Source: an optimization exercise on an open RTL-to-GDS flow (aim: small area, a short achievable clock period and few clock cycles per item). Production flows keep margins and buffers that such runs may drop. Function was checked by simulation only, so behaviour that the tests miss may differ from the original. Power and IR drop assume default switching activity.

==> flow/design.v, too long to show whole: its modules and the start of the top module <==
// module fltr_sched: 1767 lines
// module fltr_fa: 4 lines
// module fltr_ha: 4 lines
module fltr_sched #(
   parameter int unsigned NCH  = 4,
   parameter int unsigned TAPS = 4,
   parameter int unsigned DW   = 16,
   parameter int unsigned CW   = 16,
   parameter int unsigned OW   = 32
) (
   input  logic                     clk,
   input  logic                     rst_n,
   input  logic [NCH-1:0]           req_vld,
   input  logic [NCH*DW-1:0]        req_data,
   output logic [NCH-1:0]           req_rdy,
   input  logic                     cfg_we,
   input  logic [$clog2(TAPS)-1:0]  cfg_addr,
   input  logic [CW-1:0]            cfg_coef,
   output logic                     cfg_busy,
   output logic                     out_vld,
   input  logic                     out_rdy,
   output logic [$clog2(NCH)-1:0]   out_ch,
   output logic [OW-1:0]            out_data
);
  // ...
==> flow/flow/run.sh <==
#!/bin/bash
# Standard synthesis and layout; the only change is a larger setup slack margin for
# ORFS's repair_timing steps, so the layout is optimised beyond the 11 ns constraint.
set -uo pipefail
MARGIN=6.0
bash standard.sh synth > synth.log 2>&1 || { tail -50 synth.log; exit 1; }
bash standard.sh SETUP_SLACK_MARGIN=$MARGIN finish > layout.log 2>&1 || { tail -50 layout.log; exit 1; }
==> flow/standard.sh <==
#!/bin/bash
# synth_recipe.tcl (not shown) runs the flow's synth.tcl, then flattens the netlist and writes it again
# the make line also repeats each setting of config.mk as NAME=value (left out here)
make -C /OpenROAD-flow-scripts/flow DESIGN_CONFIG=/design/flow/config.mk WORK_HOME=/design/flow/orfs CLKGATE_MAP_FILE= SYNTH_SCRIPT=/design/flow/synth_recipe.tcl "${@:-finish}"
==> flow/config.mk <==
export PLATFORM = sky130hd
export DESIGN_NAME = fltr_sched
export DESIGN_NICKNAME = fltr_sched
export VERILOG_FILES = /design/flow/design.v
export SDC_FILE = /design/flow/constraint.sdc
export NUM_CORES = 4
export LEC_CHECK = 0
export CAP_MARGIN = 20
export CORE_MARGIN = 2
export CORE_UTILIZATION = 40
export SLEW_MARGIN = 20
export SYNTH_HIERARCHICAL = 1
export SYNTH_MINIMUM_KEEP_SIZE = 0
==> flow/constraint.sdc <==
create_clock -name core_clock -period 11.0 [get_ports {clk}]
set_input_delay 2.2000 -clock core_clock [delete_from_list [all_inputs] [get_ports {clk}]]
set_output_delay 2.2000 -clock core_clock [all_outputs]
set_load 0.01 [all_outputs]
==> notes.md, run 1 <==
TritonCTS built the clock tree. Maximum clock frequency: 171.0 MHz. The logs give 434 for the number of sequential storage elements and 71.4% for the logic gate share of total power. The synthesized design contains 326 enable-type register cells. Leaving out filler cells and counting taps, the final layout contains 4725. Half-perimeter wire length after detailed placement: 94960 um. The flow ran to the end and the layout has no timing, DRC or antenna violations.

Master cell of the clock root buffer: clkbuf_16. The register with the most flip-flops in the final layout is hist_q. The clock net in this run drives a total of 434 sinks. The run gives 4.328 ns as the pre-CTS setup slack.

The number of buffers inserted for hold repair after clock tree synthesis is 0, and the pin count of the biggest net entering global routing is 67. The post-route netlist has 19.48% of its cells at a drive strength greater than 1. Summed over all instances, the cell type with the most area after synthesis is fa_1.

The post-route setup TNS is 0 ns. The path with the worst hold slack has its endpoint at o_ch_q[0]. Leaving out the clock tree, the finished layout contains a buffer count of 480. The count of final hold-check violations was 0. Global routing consumed, on the met3 layer, 10.03% of the routing resources. Synthesis handed over a netlist of 3254 instances.

The global routing usage on met1 was 36.77%. The first element of the critical path is o_ra_q[0]. The tools report the routed wire length as 140000 um. After layout, the inverter instance count without clock inverters stands at 27.

Setup repair after global routing could not meet its margin everywhere. Fill cells in the final layout number 8628. The largest registers in the layout are hist_q: 192 flops, op_q: 64 flops. The number of buffers between clock root and the deepest sink came out at 3. At the end of routability-driven placement, the weighted congestion stood at 0.9839. On the critical path the largest part of the delay comes from compound AO/OA/AOI/OAI gates.

TritonCTS created 46 clock buffers. Worst flop-to-flop path endpoint: o_rb_q[17]. The synthesized-area fraction occupied by ao, oa, aoi and oai cells was 16.90%. The layout contains a multi-input combinational cell count of 2434. Net switching is 45.44% of the power.
Testbench counts, summed over its fixed seeds: cycles 2,064, items 2,048.
==> run 2, diff against run 1 <==
--- a/flow/design.v
+++ b/flow/design.v
@@ -1715,21 +1715,48 @@
    fltr_fa u_fs516 (.a(fc453), .b(fs486), .c(fc485), .s(fs516), .co(fc516));
    wire fs517, fc517;
    fltr_fa u_fs517 (.a(fc455), .b(fs487), .c(fc486), .s(fs517), .co(fc517));
    wire fs518, fc518;
    fltr_fa u_fs518 (.a(hs29), .b(fc457), .c(fc487), .s(fs518), .co(fc518));
    wire [33:0] row_a = {1'b1, fc518, fc517, fc516, fc515, fc514, fc513, fc512, fc511, fc510, fc509, fc508, fc507, fc506, fc505, fc504, fc503, fc502, fc501, fc500, fc499, fc498, fc497, fc496, fc495, fc494, fc493, fc492, fc491, fc490, fc489, fc488, hc30, hs30};
    wire [33:0] row_b = {1'b0, hc29, fs518, fs517, fs516, fs515, fs514, fs513, fs512, fs511, fs510, fs509, fs508, fs507, fs506, fs505, fs504, fs503, fs502, fs501, fs500, fs499, fs498, fs497, fs496, fs495, fs494, fs493, fs492, fs491, fs490, fs489, fs488, fs399};
    assign acc = row_a + row_b;
-   logic [33:0] o_sum;
+   logic [30:0] pg_g, pg_p;
+   logic [30:0] gl [0:5];
+   logic [30:0] pl [0:5];
+   assign pg_g = o_ra_q[30:0] & o_rb_q[30:0];
+   assign pg_p = o_ra_q[30:0] ^ o_rb_q[30:0];
+   assign gl[0] = pg_g;
+   assign pl[0] = pg_p;
+   for (genvar l = 0; l < 5; l++) begin : g_ks
+      for (genvar i = 0; i < 31; i++) begin : g_bit
+         if (i >= (1 << l)) begin : g_op
+            assign gl[l+1][i] = gl[l][i] | (pl[l][i] & gl[l][i - (1 << l)]);
+            assign pl[l+1][i] = pl[l][i] & pl[l][i - (1 << l)];
+         end else begin : g_pass
+            assign gl[l+1][i] = gl[l][i];
+            assign pl[l+1][i] = pl[l][i];
+         end
+      end
+   end
+   logic [31:0] cy;           
+   assign cy = {gl[5], 1'b0};
+   logic [30:0] s_lo;
+   assign s_lo = pg_p ^ cy[30:0];
+   logic [2:0] s_hi0, s_hi1;
+   assign s_hi0 = o_ra_q[33:31] + o_rb_q[33:31];
+   assign s_hi1 = o_ra_q[33:31] + o_rb_q[33:31] + 3'd1;
+   logic ovf0, ovf1, ovf, sgn;
+   assign ovf0 = !(s_hi0 == 3'b000 || s_hi0 == 3'b111);
+   assign ovf1 = !(s_hi1 == 3'b000 || s_hi1 == 3'b111);
+   assign ovf  = cy[31] ? ovf1 : ovf0;
+   assign sgn  = cy[31] ? s_hi1[2] : s_hi0[2];
    logic [31:0] sat;
-   assign o_sum = o_ra_q + o_rb_q;
-   assign sat = (o_sum[33:31] == 3'b000 || o_sum[33:31] == 3'b111) ? o_sum[31:0] :
-                o_sum[33] ? 32'h8000_0000 : 32'h7FFF_FFFF;
+   assign sat = ovf ? {sgn, {31{!sgn}}} : {cy[31] ? s_hi1[0] : s_hi0[0], s_lo};
    always_ff @(posedge clk or negedge rst_n) begin
       if (!rst_n) begin
          last_q  <= 2'd3;
          bone    <= '0;
          btwo    <= '0;
          bneg    <= '0;
          cnt_q   <= '0;
          a_vld_q <= 1'b0;
==> flow/flow/run.sh (replaced) <==
#!/bin/bash
# Standard synthesis (bash standard.sh synth) and the standard layout, with a larger
# setup slack margin for ORFS's repair_timing steps so the layout is optimised beyond the
# 11 ns constraint. Logs: synth.log, layout.log (ORFS's per-step logs are under orfs/logs).
set -uo pipefail
MARGIN=6.0
bash standard.sh synth > synth.log 2>&1 || { tail -50 synth.log; exit 1; }
bash standard.sh SETUP_SLACK_MARGIN=$MARGIN "BUFFER_PORTS_ARGS=-buffer_cell sky130_fd_sc_hd__buf_4" REMOVE_ABC_BUFFERS=1 finish > layout.log 2>&1 || { tail -50 layout.log; exit 1; }
==> flow/config.mk (replaced) <==
export PLATFORM = sky130hd
export DESIGN_NAME = fltr_sched
export DESIGN_NICKNAME = fltr_sched
export VERILOG_FILES = /design/flow/design.v
export SDC_FILE = /design/flow/constraint.sdc
export NUM_CORES = 4
export LEC_CHECK = 0
export CAP_MARGIN = 20
export CORE_MARGIN = 2
export CORE_UTILIZATION = 60
export SLEW_MARGIN = 20
export SYNTH_HIERARCHICAL = 1
export SYNTH_MINIMUM_KEEP_SIZE = 0
==> notes.md, run 2 <==
The flow ran to the end and the layout has no timing, DRC or antenna violations. The most frequent standard cell in the layout excluding fill and tap cells was a22oi_1 (unchanged). Fill cell total of the finished layout: 4462 (was 8628).

The setup violation total in the final timing report is 0 (unchanged). Dominant synthesized flop cell: edfxtp_1 (unchanged). The run gives 3 (unchanged) as the number of buffers between clock root and the deepest sink. The post-synthesis average cell area works out to 11.90 sq um (was 11.86 sq um). Setup repair after global routing could not meet its margin everywhere. The pin count of the biggest net entering global routing was 70 (was 67).

The share of cells above drive strength 1 was 21.31% (was 19.48%). The final critical-path share of the clock period was 53.10% (was 53.18%); the vertical die dimension was 257.2 um (was 314.6 um). Synth area leaders: fa_1 (27%), edfxtp_1 (25%), xnor2_1 (12%), a22oi_1 (12%), dfrtp_1 (6.9%) (unchanged).

The minimum clock period was 5.841 ns (was 5.849 ns); the H-tree depth reported by CTS was 2 (unchanged). The horizontal die dimension was 257.2 um (was 314.6 um). The number of max-slew violations in the final report was 0 (unchanged). The logs give 3.64 ns (was 3.65 ns) for the worst path arrival time and 145300 um (was 140000 um) for the routed wire length.

The sink count of the clock tree came out at 434 (unchanged). The maximum clock frequency is 171.2 MHz (was 171.0 MHz), and the area taken by flip-flops and latches is 12600 sq um (was 12590 sq um). The number of synthesized flops with an enable pin came out at 326 (unchanged). Number of flip-flops in the largest register: 192 (unchanged). The synthesis-to-layout area growth is 15.44% (was 18.04%). The most congested layer reported by global routing is met2 (unchanged).

Largest registers in the final layout: hist_q: 192 flops, op_q: 64 flops (unchanged). The count of different cell masters after synthesis was 63 (was 62). The routed length per placed instance was 34.36 um (was 29.63 um); the first-pass GRT wire length was 208300 um (was 200700 um).

Highest-count cells in the layout ignoring fill and taps: a22oi_1 (593), xnor2_1 (526), fa_1 (477), buf_4 (336), edfxtp_1 (326) (was a22oi_1 (588), xnor2_1 (525), fa_1 (472), edfxtp_1 (326), buf_4 (289)). The type of the most critical hold path was register to register (unchanged). The post-synthesis adder-cell area fraction works out to 30.09% (was 29.98%). The clock slew seen by the registers of the worst setup and hold paths is 0.06 ns (about the same), and the global routing usage on met1 is 53.60% (was 36.77%). Warning count from the yosys run: 10 (was 8). Number of iterations in the first detailed-routing pass: 9 (was 6). The run gives 38460 sq um (was 38580 sq um) as the netlist area before placement.

The half-perimeter wire length after detailed placement is 93250 um (was 94960 um). The run gives 4539 (was 3861) as the DRC violation total after the first TritonRoute iteration. The static leakage is 17.02 nW (was 17.20 nW).

The required time at the endpoint of the critical path came out at 8.80 ns (about the same). Critical path class: register to primary output (unchanged). Via count normalized by instance count: 7.192 (was 6.087). The master cell of the clock root buffer is clkbuf_16 (unchanged). Xor/xnor share of the synthesized area: 13.12% (was 13.14%). The run gives 0 ns (unchanged) as the post-route setup TNS. The category of cells accounting for the largest share of critical-path delay is compound AO/OA/AOI/OAI gates (unchanged). The tools report the startpoint type of the worst setup path as a register (unchanged). For the area inside the core boundary, the log shows 63200 sq um (was 95290 sq um). The run gives 16.77% (was 10.03%) as the met3 global-route usage.

The library cell with the largest summed area after synthesis was fa_1 (unchanged). The count of antenna diodes in the layout was 0 (unchanged); the largest clock skew in the final design was 0.04198 ns (was 0.02136 ns). The worst relative slew slack is 30.06% (was 18.92%). The total number of vias is 30420 (was 28760).

Cells along the critical path: ha_4 -> o211ai_1 -> o21ai_2 -> o2111ai_2 -> nand3_4 -> a21bo_4 -> or2_4 -> nor2_4 -> buf_6 -> a21oi_4 -> clkbuf_16 -> o21ai_1 -> buf_4 (was ha_2 -> inv_2 -> fa_2 -> nand2b_4 -> a21o_1 -> a211o_4 -> a211oi_4 -> o21ai_2 -> xnor2_4 -> buf_6 -> o21ai_4 -> buf_12 -> a21oi_2 -> dlygate4sd2_1). Synthesized-area fraction occupied by and/or/nand/nor cells: 3.783% (was 3.642%). The total congestion overflow after global routing is 0 (unchanged). The residual antenna-violating net count after detailed routing was 0 (unchanged); the area enclosed by the die boundary was 66150 sq um (was 98960 sq um). The largest incremental delay on the critical path came out at 0.44 ns (was 0.36 ns).

Initial antenna violation count: 4 (was 1). For the effective utilization at floorplan, the log shows 60.86% (was 40.49%). TritonCTS built the clock tree. The count of buffering cells on the critical path with inverters included works out to 3 (was 4). Largest family of logic cells by synthesized area: adder cells (unchanged). For the post-route worst setup slack, the log shows 5.159 ns (was 5.151 ns). Top cells by instance count after synthesis: a22oi_1 (608), xnor2_1 (529), fa_1 (520) (was a22oi_1 (609), xnor2_1 (532), fa_1 (519)). The multiplexer fraction of the synthesized cell area is 0% (unchanged).

The logs give 5.080 ns (was 4.328 ns) for the pre-CTS setup slack and 0 (unchanged) for the number of remaining DRC errors. The peak fanout along the critical path works out to 7 (was 12). The logs give 25230 sq um (was 25330 sq um) for the total area of multi-input combinational cells and 0 (unchanged) for the count of maximum capacitance violations. The synthesized-area fraction occupied by ao, oa, aoi and oai cells was 16.53% (was 16.90%). The fraction of the yosys area taken by sequential cells was 32.48% (was 32.38%); the site row count was 92 (was 113). The cell with the most instances after synthesis was a22oi_1 (unchanged). For the global-route track usage on met2, the log shows 64.92% (was 40.97%). The number of primary I/O pins was 130 (unchanged).

The top register by number of flip-flops was hist_q (unchanged). Critical path's slowest cell: edfxtp_1 (was a211o_4). The total power per unit cell area is 353.2 nW/um^2 (was 356.0 nW/um^2), and the weighted congestion reported at the end of routability-driven placement is 1.022 (was 0.9839). The proportion of register bits with asynchronous set or reset after synthesis works out to 24.88% (unchanged).

The measured slew at the worst slew-check pin was 1.047 ns (was 1.210 ns); the insertion delay of the later-clocked pin in the worst-skew pair was 0.63 ns (about the same). The worst vdd rail ir drop was 0.0003218 V (was 0.0006098 V); the top-area cell type share of the netlist area was 27.06% (was 26.93%). Critical path endpoint category: a primary output (unchanged). The post-synthesis instance total was 3233 (was 3254). The count of buffers inserted at the top-level ports was 129 (unchanged).

The run gives 15.68 mW (was 16.21 mW) as the overall power consumption. The global router's overall resource usage came out at 43.55% (was 27.76%). The number of buffers added by the clock tree synthesis step is 45 (was 46).

The flip-flop and latch count after synthesis was 434 (unchanged); the layout net count was 4050 (was 4126). The run gives 0 (unchanged) as the count of final hold-check violations. The number of global-route vias before repair came out at 31570 (was 28860).
run 2: cell count changes after synthesis, sizes merged, moves of 5 or more:
cell,previous run,this run
a21o,9,17
a21oi,70,44
a31oi,8,3
nand3,7,18
nand4,6,1
nor2,33,27
o21ai,129,145
o21bai,5,0
run 2: repair_timing:
| action | 4_1_cts | 5_1_grt |
|---|---|---|
| pin swaps | 53 | 53 |
| endpoints found under the setup margin | 64 | 57 |
| gates resized for setup | 200 | 116 |
| setup buffers | 185 | 20 |
| cloned | 7 | 1 |
| hold buffers | 0 | 0 |
run 2: worst paths after layout:
kind / from / to / slack [ns] / cells after the start
setup reg to reg: bone[15] / o_rb_q[19] / 6.01 / 9
hold reg to reg: a_ch_q[0] / o_ch_q[0] / 0.42 / 0
max in group asynchronous: rst_n / btwo[14] / 8.05 / 2
min in group asynchronous: rst_n / bneg[1] / 1.60 / 1
setup / recovery: o_ra_q[2] / out_data[2] / 5.16 / 13
hold / removal: a_ch_q[0] / o_ch_q[0] / 0.42 / 0
run 2: per-layer routing:
layer	wire length, um	vias to the layer above
met5	109	-
met4	11140	6
met3	21510	818
met2	63530	2818
met1	49020	15110
li1	-	11660
run 2: cells by family after synthesis:
| logic type | after synthesis |
|---|---|
| adders and majority gates | 613 |
| other | 1 |
| buffers and inverters | 393 |
| AOI/OAI and AO/OA | 892 |
| DFF | 434 |
| xor gates and xnor gates | 576 |
| and+or+nand+nor | 324 |
run 2: layout make-up:
cell class / instances / area share [%]
clock inverter: 27 / 0.5467
multi-input combinational: 2419 / 56.82
inverter: 23 / 0.2001
sequential: 434 / 28.37
tap: 846 / 2.384
clock buffer: 56 / 2.742
timing repair buffer: 424 / 8.930
run 2: where the power goes:
group	total, mW	switching (mW)	internal [mW]	leakage (nW)
logic	11.1	6.19	4.89	11.8
registers	3.09	0.253	2.84	4.48
clock network	1.51	0.687	0.823	0.720
run 2: worst register-to-register path, stage by stage (launching register included):
cell,delay [ns]
dfrtp_2,0.78
a22oi_1,0.23
xnor2_1,0.27
fa_1,0.51
fa_2,0.65
fa_1,0.45
fa_1,0.54
fa_2,0.36
fa_1,0.51
fa_1,0.42
run 2: metrics by stage:
step           cells  utilization, %  instance area, sq um  hold slack (ns)
3_5_place_dp    3933           62.93                 39770           0.4089
4_1_cts         4208           69.32                 43810           0.4231
2_1_floorplan   2870               -                 37040           0.4003
6_report        4229           70.26                 44400           0.4215
5_1_grt         4229           70.26                 44400           0.4281
3_3_place_gp    3933           62.93                 39770           0.4046
run 2: modules after synthesis (local to each module, per instance):
module / cells inside / cell area [sq um] / flip-flops and latches / times used
fltr_sched: 2685 / 27720 / 434 / 1
fltr_fa: 1 / 20.02 / 0 / 518
fltr_ha: 1 / 12.51 / 0 / 30
Testbench counts of run 2, summed over its fixed seeds: cycles 2,064, items 2,048.
==> run 3, diff against run 2 <==
--- a/flow/flow/run.sh
+++ b/flow/flow/run.sh
@@ -6,3 +6,3 @@
 MARGIN=6.0
 bash standard.sh synth > synth.log 2>&1 || { tail -50 synth.log; exit 1; }
-bash standard.sh SETUP_SLACK_MARGIN=$MARGIN "BUFFER_PORTS_ARGS=-buffer_cell sky130_fd_sc_hd__buf_4" REMOVE_ABC_BUFFERS=1 finish > layout.log 2>&1 || { tail -50 layout.log; exit 1; }
+bash standard.sh SETUP_SLACK_MARGIN=$MARGIN  finish > layout.log 2>&1 || { tail -50 layout.log; exit 1; }
--- a/flow/config.mk
+++ b/flow/config.mk
@@ -8,5 +8,5 @@
 export CAP_MARGIN = 20
 export CORE_MARGIN = 2
-export CORE_UTILIZATION = 60
+export CORE_UTILIZATION = 40
 export SLEW_MARGIN = 20
 export SYNTH_HIERARCHICAL = 1
==> notes.md, run 3 <==
The run finished with no timing, DRC or antenna violations. Synth area leaders: fa_1 (27%), edfxtp_1 (25%), xnor2_1 (12%), a22oi_1 (12%), dfrtp_1 (6.9%) (unchanged). Critical path class: register to primary output (unchanged). The tools report the initial antenna violation count as 4 (unchanged). Residual antenna-violating net count after detailed routing: 0 (unchanged).

Largest registers in the final layout: hist_q: 192 flops, op_q: 64 flops (unchanged). The layout net count was 4090 (was 4050). For the total number of vias, the log shows 28890 (was 30420). The post-route setup TNS was 0 ns (unchanged). The H-tree depth reported by CTS is 2 (unchanged). The static leakage came out at 17.18 nW (was 17.02 nW). Routed wire length: 144100 um (was 145300 um). The insertion delay of the later-clocked pin in the worst-skew pair is 0.64 ns (was 0.63 ns), and the DRC violation total after the first TritonRoute iteration is 3933 (was 4539). The via count normalized by instance count came out at 6.163 (was 7.192). The top-area cell type share of the netlist area is 27.06% (unchanged), and the worst path arrival time is 3.69 ns (was 3.64 ns).

Number of primary I/O pins: 130 (unchanged). For the maximum clock frequency, the log shows 169.8 MHz (was 171.2 MHz). The largest clock skew in the final design was 0.03713 ns (was 0.04198 ns).

Effective utilization at floorplan: 40.42% (was 60.86%). The logs give 8416 (was 4462) for the fill cell total of the finished layout and 19.1% (was 19.7%) for the relative contribution of sequential cells to total power. First element of the critical path: o_ra_q[1] (was o_ra_q[2]). The peak fanout along the critical path was 7 (unchanged); the weighted congestion reported at the end of routability-driven placement was 1.006 (was 1.022).

The area enclosed by the die boundary is 98660 sq um (was 66150 sq um), and the fraction of the yosys area taken by sequential cells is 32.48% (unchanged). The count of buffering cells on the critical path with inverters included was 6 (was 3); the count of buffers inserted at the top-level ports was 129 (unchanged). For the count of different cell masters after synthesis, the log shows 63 (unchanged). The category of cells accounting for the largest share of critical-path delay is compound AO/OA/AOI/OAI gates (unchanged). The synthesis-to-layout area growth is 18.89% (was 15.44%). The routed length per placed instance was 30.74 um (was 34.36 um). The tools report the required time at the endpoint of the critical path as 8.80 ns (about the same). Setup repair after global routing could not meet its margin everywhere. The worst vdd rail ir drop is 0.0003776 V (was 0.0003218 V). The top register by number of flip-flops was hist_q (unchanged). The run gives 29090 (was 31570) as the number of global-route vias before repair. The share of cells above drive strength 1 was 20.49% (was 21.31%); the logic gate share of total power was 70.8% (was 70.6%).

The final critical-path share of the clock period works out to 53.55% (was 53.10%). The netlist area before placement came out at 38460 sq um (unchanged). The proportion of register bits with asynchronous set or reset after synthesis is 24.88% (unchanged), and the horizontal die dimension is 314.1 um (was 257.2 um). The critical path endpoint category was a primary output (unchanged).

The library cell with the largest summed area after synthesis is fa_1 (unchanged). The run gives 0 (unchanged) as the count of final hold-check violations. The tools report the launch instance of the worst min-delay path as a_ch_q[0] (unchanged).

Number of buffers between clock root and the deepest sink: 3 (unchanged). For the worst relative slew slack, the log shows 26.07% (was 30.06%). The tools report the post-synthesis instance total as 3233 (unchanged). Top cells by instance count after synthesis: a22oi_1 (608), xnor2_1 (529), fa_1 (520) (unchanged).

The run gives 95150 sq um (was 63200 sq um) as the area inside the core boundary. The startpoint type of the worst setup path is a register (unchanged). Pre-CTS setup slack: 4.168 ns (was 5.080 ns). Highest-count cells in the layout ignoring fill and taps: a22oi_1 (587), xnor2_1 (524), fa_1 (467), edfxtp_1 (326), buf_4 (263) (was a22oi_1 (593), xnor2_1 (526), fa_1 (477), buf_4 (336), edfxtp_1 (326)). The portion of total power attributed to the clock network was 10.1% (was 9.6%). The count of maximum capacitance violations was 0 (unchanged); the total power per unit cell area was 355.9 nW/um^2 (was 353.2 nW/um^2). TritonCTS built the clock tree. For the total congestion overflow after global routing, the log shows 0 (unchanged). The share of total power consumed by net switching was 45.31% (was 45.45%); the setup violation total in the final timing report was 0 (unchanged). Cell with the most instances after synthesis: a22oi_1 (unchanged). The flip-flop and latch count after synthesis is 434 (unchanged), and the warning count from the yosys run is 10 (unchanged). The clock slew seen by the registers of the worst setup and hold paths is 0.06 ns (about the same), and the number of max-slew violations in the final report is 0 (unchanged). The largest incremental delay on the critical path was 0.44 ns (about the same); the post-synthesis average cell area was 11.90 sq um (unchanged). The tools report the half-perimeter wire length after detailed placement as 95150 um (was 93250 um). The vertical die dimension came out at 314.1 um (was 257.2 um).

The tools report the master cell of the clock root buffer as clkbuf_16 (unchanged). The tools report the site row count as 113 (was 92). Cells along the critical path: ha_4 -> a211oi_2 -> o21ai_2 -> o2111ai_2 -> nand3_2 -> a21bo_4 -> or2_4 -> nor2_4 -> buf_6 -> buf_6 -> buf_6 -> buf_6 -> or2_4 -> buf_6 -> o21ai_2 -> buf_2 (was ha_4 -> o211ai_1 -> o21ai_2 -> o2111ai_2 -> nand3_4 -> a21bo_4 -> or2_4 -> nor2_4 -> buf_6 -> a21oi_4 -> clkbuf_16 -> o21ai_1 -> buf_4). The post-route worst setup slack is 5.109 ns (was 5.159 ns), and the pin count of the biggest net entering global routing is 67 (was 70).

The tools report the power spent charging and discharging nets as 7.375 mW (was 7.127 mW). The number of remaining DRC errors was 0 (unchanged). The measured slew at the worst slew-check pin was 1.103 ns (was 1.047 ns). The most frequent standard cell in the layout excluding fill and tap cells was a22oi_1 (unchanged). The minimum clock period works out to 5.891 ns (was 5.841 ns).

The global router's overall resource usage was 28.54% (was 43.55%); the number of iterations in the first detailed-routing pass was 8 (was 9). The critical path's slowest cell is edfxtp_1 (unchanged). The number of synthesized flops with an enable pin is 326 (unchanged). The logs give 434 (unchanged) for the sink count of the clock tree and 204700 um (was 208300 um) for the first-pass GRT wire length.

The number of buffers added by the clock tree synthesis step was 46 (was 45). The total internal power was 8.900 mW (was 8.553 mW). Reg-to-reg critical path startpoint: bone[11] (was bone[15]). Most repeated library cell on the critical path: buf_6.

The type of the most critical hold path is register to register (unchanged). The dominant synthesized flop cell is edfxtp_1 (unchanged). The number of flip-flops in the largest register is 192 (unchanged).
## run 3: area by class of cell
type / count / area [sq um] / share of cell area (%)
antenna: 2 / 5.005 / 0.01094
tap: 1265 / 1583 / 3.461
sequential: 434 / 12590 / 27.53
clock inverter: 23 / 331.6 / 0.7251
multi-input combinational: 2419 / 25510 / 55.78
clock buffer: 59 / 1266 / 2.769
timing repair buffer: 463 / 4342 / 9.494
inverter: 23 / 103.9 / 0.2271
## run 3: stage by stage
stage | hold slack (ns) | util [%] | power (mW) | instances | instance area [sq um]
2_1_floorplan | 0.4003 | - | 9.505 | 3240 | 38540
3_3_place_gp | 0.4150 | 42.69 | 12.93 | 4349 | 40620
3_5_place_dp | 0.4083 | 42.69 | 13.20 | 4349 | 40620
4_1_cts | 0.4236 | 46.86 | 15.49 | 4633 | 44590
5_1_grt | 0.4262 | 48.06 | 17.57 | 4688 | 45730
6_report | 0.4226 | 48.06 | 16.28 | 4688 | 45730
## run 3: cells by family after synthesis
logic type                 after synthesis  synth area share, %
DFF                                    434                32.48
and+or+nand+nor                        324                3.783
adders and majority gates              613                30.09
buffers and inverters                  393                3.991
xor gates and xnor gates               576                13.12
other                                    1             0.009750
AOI/OAI and AO/OA                      892                16.53
## run 3: path summary, 6_finish.rpt
| kind | end | slack (ns) | cells after the start |
|---|---|---|---|
| min in group asynchronous | a_vld_q | 1.60 | 1 |
| max in group asynchronous | btwo[30] | 7.93 | 2 |
| max | out_data[3] | 5.11 | 16 |
| min reg2reg | o_ch_q[0] | 0.42 | 0 |
| min | o_ch_q[0] | 0.42 | 0 |
| max reg2reg | o_rb_q[18] | 5.97 | 11 |
## run 3: power groups by stage
stage	logic [mW]	clock network (mW)	registers (mW)
final	11.5	1.65	3.11
after global routing	12.7	1.74	3.14
after CTS	10.7	1.67	3.08
after detailed placement	9.73	0	3.47
after global placement	9.48	0	3.45
after floorplan	6.56	0	2.95
## run 3: Yosys stat by module, one instance, submodules excluded
module      cells inside  copies in the design  cell area (sq um)  flip-flops and latches
fltr_sched          2685                     1              27720                     434
fltr_fa                1                   518              20.02                       0
fltr_ha                1                    30              12.51                       0
## run 3: what timing repair did
item                       in CTS  in global routing
buffers inserted              193                 51
setup endpoints to repair      63                 63
hold buffers                    0                  0
pin swaps                      47                101
resized for setup             317                203
gates cloned                    9                  2
## run 3: worst reg2reg max path: cells and delay by family, from the launching register on
kind	cells	cell delay, ns
xor gates and xnor gates	1	0.17
buffers and inverters	1	0.30
DFF	1	0.48
AOI/OAI and AO/OA	1	0.10
adders and majority gates	8	3.74
## run 3: metal layers
metal,track usage [%],up-vias,wire [um]
li1,-,11740,-
met1,37.07,14570,54560
met2,42.18,2129,62120
met3,11.46,449,20140
met4,12.04,6,7145
met5,1.015,-,167

[static timing again, ports no longer ideal]
Ports are ideal in the flow. The routed layouts listed here were re-timed in OpenROAD. Step 1, drivers: a clkbuf_16 drives clk and a buf_2 each remaining input, both assumed. Step 2 times the ports against the registers' clock, not the clock port: input delays grow and output delays shrink by t, the midpoint of the rising clock arrivals with the driver on. Three values: no drivers, after step 1, after step 2; two values: the first two.
run | t, ns | setup slack, ns | worst setup path at the end | clock arrival spread, ns | worst register clock-pin slew, ns
run 1 | 0.685 | 5.151 / 5.082 / 5.675 | input to output | 0.022 / 0.022 | 0.06 / 0.06
run 2 | 0.671 | 5.159 / 5.093 / 5.658 | input to output | 0.042 / 0.042 | 0.07 / 0.07
run 3 | 0.689 | 5.109 / 5.039 / 5.618 | input to output | 0.040 / 0.040 | 0.07 / 0.07
After both steps every run listed still meets setup and hold.
